This design comes from an exercise in tuning for small area, a short achievable clock period and few clock cycles on the open sky130 flow, not from production work.
Function was checked by simulation only, so behaviour that the tests miss may differ from the original.

==> job 2053 <==
==> flow/design.v (excerpt) <==
module hwcnn_top (
	input  logic                        clk,
	input  logic                        arst_n,
	input  logic                        apb_psel,
	input  logic                        apb_penable,
	input  logic                        apb_pwrite,
	input  logic [12-1:0]    apb_paddr,
	input  logic [32-1:0]    apb_pwdata,
	output logic                        apb_pready,
	output logic [32-1:0]    apb_prdata,
	output logic                        apb_pslverr,
	input  logic [32-1:0]    instruct,
	input  logic                        inst_empty,
	output logic                        inst_req,
	output logic                        busy
);
clock: 7.0 ns
lec_check: 0
abc_clock_period_in_ps: 3000
cap_margin: 20
core_margin: 2
core_utilization: 50
setup_slack_margin: 4.0
slew_margin: 20
run.sh (not shown) runs the stock make flow with config.mk's settings and CLKGATE_MAP_FILE= SYNTH_SCRIPT=/design/flow/synth_recipe.tcl, a recipe that flattens the netlist after the stock synthesis.
==> job 6307 (differences from job 2053) <==
--- a/flow/design.v
+++ b/flow/design.v
@@ -106,16 +106,15 @@
 `timescale 1ns/1ps
 module topcontrol (
 	input  logic                               clk,
 	input  logic                               arst_n,
 	input  logic [32-1:0]           instruct,
 	input  logic                               inst_empty,
 	output logic                               inst_req,
-	output logic [2:0][1:0]                    rd_lo,       
-	output logic [2:0][3:0][6-3:0] rd_hi,      
+	output logic [2:0][6-1:0]     col_addr,    
 	output logic                               col_valid,
 	output logic [$clog2(4)-1:0]  ker_idx,
 	output logic [20+$clog2(20):0] pe_ctrl,   
 	output logic [5-1:0]           res_addr,
 	input  logic                               pe_busy,     
 	output logic                               busy
 );
@@ -126,15 +125,14 @@
 	logic                                free;        
 	logic                                free_d;
 	logic [5-1:0]            rem;         
 	logic [5-1:0]            rem_d;
 	logic                                inst_v_d;
 	logic signed [20-1:0]      bias_rf [4];
 	logic [6-1:0]           ll;
-	logic [2:0][6-1:0]      row0;        
 	assign inst_w    = instruct;
 	assign free      = (rem <= 5'(1));
 	assign take_bias = inst_v && (inst_w.bias.op == hwcnn_pkg::LOAD_BIAS);
 	assign take_conv = inst_v && (inst_w.conv.op == hwcnn_pkg::CONV) && free;
 	assign col_valid = (rem != '0);
 	always_comb begin
 		if (take_conv)
@@ -164,86 +162,80 @@
 			for (int i = 0; i < 4; i++)
 				bias_rf[i] <= '0;
 		end else if (take_bias) begin
 			bias_rf[inst_w.bias.bias_idx] <= inst_w.bias.imm;
 		end
 	end
 	assign ll = 6'(inst_w.conv.line_len);
-	always_comb begin
-		row0[0] = inst_w.conv.feat_start;
-		row0[1] = inst_w.conv.feat_start + ll;
-		row0[2] = inst_w.conv.feat_start + {ll[6-2:0], 1'b0};
-	end
 	always_ff @(posedge clk) begin
 		if (take_conv) begin
-			for (int r = 0; r < 3; r++) begin
-				rd_lo[r] <= row0[r][1:0];
-				for (int k = 0; k < 4; k++)
-					rd_hi[r][k] <= 6'(row0[r] + 6'(k)) >> 2;
-			end
+			col_addr[0] <= inst_w.conv.feat_start;
+			col_addr[1] <= inst_w.conv.feat_start + ll;
+			col_addr[2] <= inst_w.conv.feat_start + {ll[6-2:0], 1'b0};
 			res_addr    <= inst_w.conv.res_start;
 			ker_idx     <= inst_w.conv.ker_idx;
 			pe_ctrl     <= {bias_rf[inst_w.conv.bias_idx], inst_w.conv.shift, inst_w.conv.relu};
 		end else begin
-			for (int r = 0; r < 3; r++) begin
-				rd_lo[r] <= rd_lo[r] + 1'b1;
-				for (int k = 0; k < 4; k++)
-					if (2'(rd_lo[r] + 2'(k)) == 2'd3)
-						rd_hi[r][k] <= rd_hi[r][k] + 1'b1;
-			end
+			for (int r = 0; r < 3; r++)
+				col_addr[r] <= col_addr[r] + 1'b1;
 			res_addr <= res_addr + 1'b1;
 		end
 	end
 endmodule
 `timescale 1ns/1ps
 module kernel_buffer (
 	input  logic                                 clk,
 	input  logic                                 ker_wr_en,
 	input  logic [$clog2(4*9)-1:0]  ker_wr_addr,
 	input  logic [8-1:0]             ker_wr_data,
 	input  logic [$clog2(4)-1:0]    ker_idx,
 	output logic [8:0][8-1:0]        kernel
 );
-	for (genvar t = 0; t < 9; t++) begin : g_tap
-		logic [8-1:0] km [4];   
-		always_ff @(posedge clk) begin
-			for (int k = 0; k < 4; k++)
-				if (ker_wr_en && ker_wr_addr == $clog2(4*9)'(k*9 + t))
-					km[k] <= ker_wr_data;
-		end
-		always_ff @(posedge clk)
-			kernel[t] <= km[ker_idx];
+	logic [8-1:0] ker_mem [0:4*9-1];   
+	always_ff @(posedge clk) begin
+		if (ker_wr_en)
+			ker_mem[ker_wr_addr] <= ker_wr_data;
+	end
+	always_ff @(posedge clk) begin
+		for (int t = 0; t < 9; t++)
+			kernel[t] <= ker_mem[ker_idx * 9 + t];
 	end
 endmodule
 `timescale 1ns/1ps
 module feature_window (
 	input  logic                            clk,
 	input  logic                            feat_wr_en,
 	input  logic [6-1:0]       feat_wr_addr,
 	input  logic [8-1:0]        feat_wr_data,
-	input  logic [2:0][1:0]                 rd_lo,      
-	input  logic [2:0][3:0][6-3:0] rd_hi,  
+	input  logic [2:0][6-1:0]  col_addr,   
 	output logic [8:0][8-1:0]   window      
 );
 	localparam int BANK_D = (1 << 6) / 4;
+	logic [8-1:0] bank [4][BANK_D];
 	logic [2:0][3:0][8-1:0] bank_rd;   
-	for (genvar b = 0; b < 4; b++) begin : g_bank
-		logic [8-1:0] fm [BANK_D];
-		always_ff @(posedge clk) begin
-			if (feat_wr_en && feat_wr_addr[1:0] == 2'(b))
-				fm[feat_wr_addr[6-1:2]] <= feat_wr_data;
-		end
-		for (genvar r = 0; r < 3; r++) begin : g_row
-			assign bank_rd[r][b] = fm[rd_hi[r][3-b]];
+	logic [6-3:0] hi;
+	logic [6-3:0] hi1;
+	logic [1:0]                lo;
+	always_ff @(posedge clk) begin
+		if (feat_wr_en)
+			bank[feat_wr_addr[1:0]][feat_wr_addr[6-1:2]] <= feat_wr_data;
+	end
+	always_comb begin
+		for (int r = 0; r < 3; r++) begin
+			hi  = col_addr[r][6-1:2];
+			hi1 = hi + 1'b1;
+			lo  = col_addr[r][1:0];
+			for (int b = 0; b < 4; b++)
+				bank_rd[r][b] = bank[b][(2'(b) < lo) ? hi1 : hi];
 		end
 	end
 	always_ff @(posedge clk) begin
 		for (int r = 0; r < 3; r++)
 			for (int c = 0; c < 3; c++)
-				window[r*3 + c] <= bank_rd[r][2'(rd_lo[r] + 2'(c))];
+				window[r*3 + c] <= bank_rd[r][2'(col_addr[r][1:0] + 2'(c))];
 	end
 endmodule
 `timescale 1ns/1ps
 module conv_pe_core (
 	input  logic                            clk,
 	input  logic                            arst_n,
 	input  logic [8:0][8-1:0]   window,   
@@ -4366,16 +4358,15 @@
 	logic [6-1:0]               feat_wr_addr;
 	logic [8-1:0]                feat_wr_data;
 	logic                                    ker_wr_en;
 	logic [$clog2(4*9)-1:0]     ker_wr_addr;
 	logic [8-1:0]                ker_wr_data;
 	logic [5-1:0]                res_rd_addr;
 	logic [16-1:0]                 res_rd_data;
-	logic [2:0][1:0]                         rd_lo;
-	logic [2:0][3:0][6-3:0]     rd_hi;
+	logic [2:0][6-1:0]          col_addr;
 	logic                                    col_valid;
 	logic [$clog2(4)-1:0]       ker_idx;
 	hwcnn_pkg::pe_ctrl_t                     pe_ctrl;
 	logic [5-1:0]                res_addr;
 	logic                                    pe_busy;
 	hwcnn_pkg::window_t                      window;
 	hwcnn_pkg::kernel_t                      kernel;
- ABC_CLOCK_PERIOD_IN_PS: 3000 -> 3500
- SETUP_SLACK_MARGIN: 4.0 -> 3.0
==> notes <==
Job 6307 completed with no timing, DRC or antenna violations. Job 2053 finished clean. In job 2053 the cell area is smaller than in job 6307, by about 1.6%. Of job 6307 and job 2053, job 6307 has the higher non-clock buffer count (gap 9). Of job 6307 and job 2053, job 2053 has the higher clock skew (gap 11 ps). Sequential cell count: job 2053 is higher than job 6307 (84). Between job 6307 and job 2053, the lower die area is in job 2053 (gap about 4%, measured against job 2053). Hold slack: job 2053 is worse than job 6307 (6.4 ps).
Testbench counts of job 2053, summed over its fixed seeds: cycles 23,822.
Testbench counts of job 6307, summed over its fixed seeds: cycles 23,822.

-- what the ideal ports hide --
The flow's constraints put no driver on any port. The routed layouts listed below were extracted and timed again, unchanged, in two steps.
Step 1 sets driving cells, clkbuf_16 on the clock port and buf_2 on the other inputs (assumed; they add their load-dependent delay and slew).
Step 2 moves the port delays by t, midway between the first and last clock arrival at a register: inputs arrive t later, outputs are due t later. That takes back most of the time a late clock gives input paths.
Slacks: no drivers / after step 1 / after step 2; pairs: no drivers / after step 1.
run	t, ns	setup slack, ns	worst slew at a driven data input, ns
job 2053	0.932	3.555 / 3.555 / 3.183	0.06
job 6307	0.931	3.051 / 3.051 / 2.802	0.10
After both steps every run listed still meets setup and hold. The setup slack of job 2053, which loses most, moves by 0.000 ns with the drivers and by -0.372 ns with both steps.
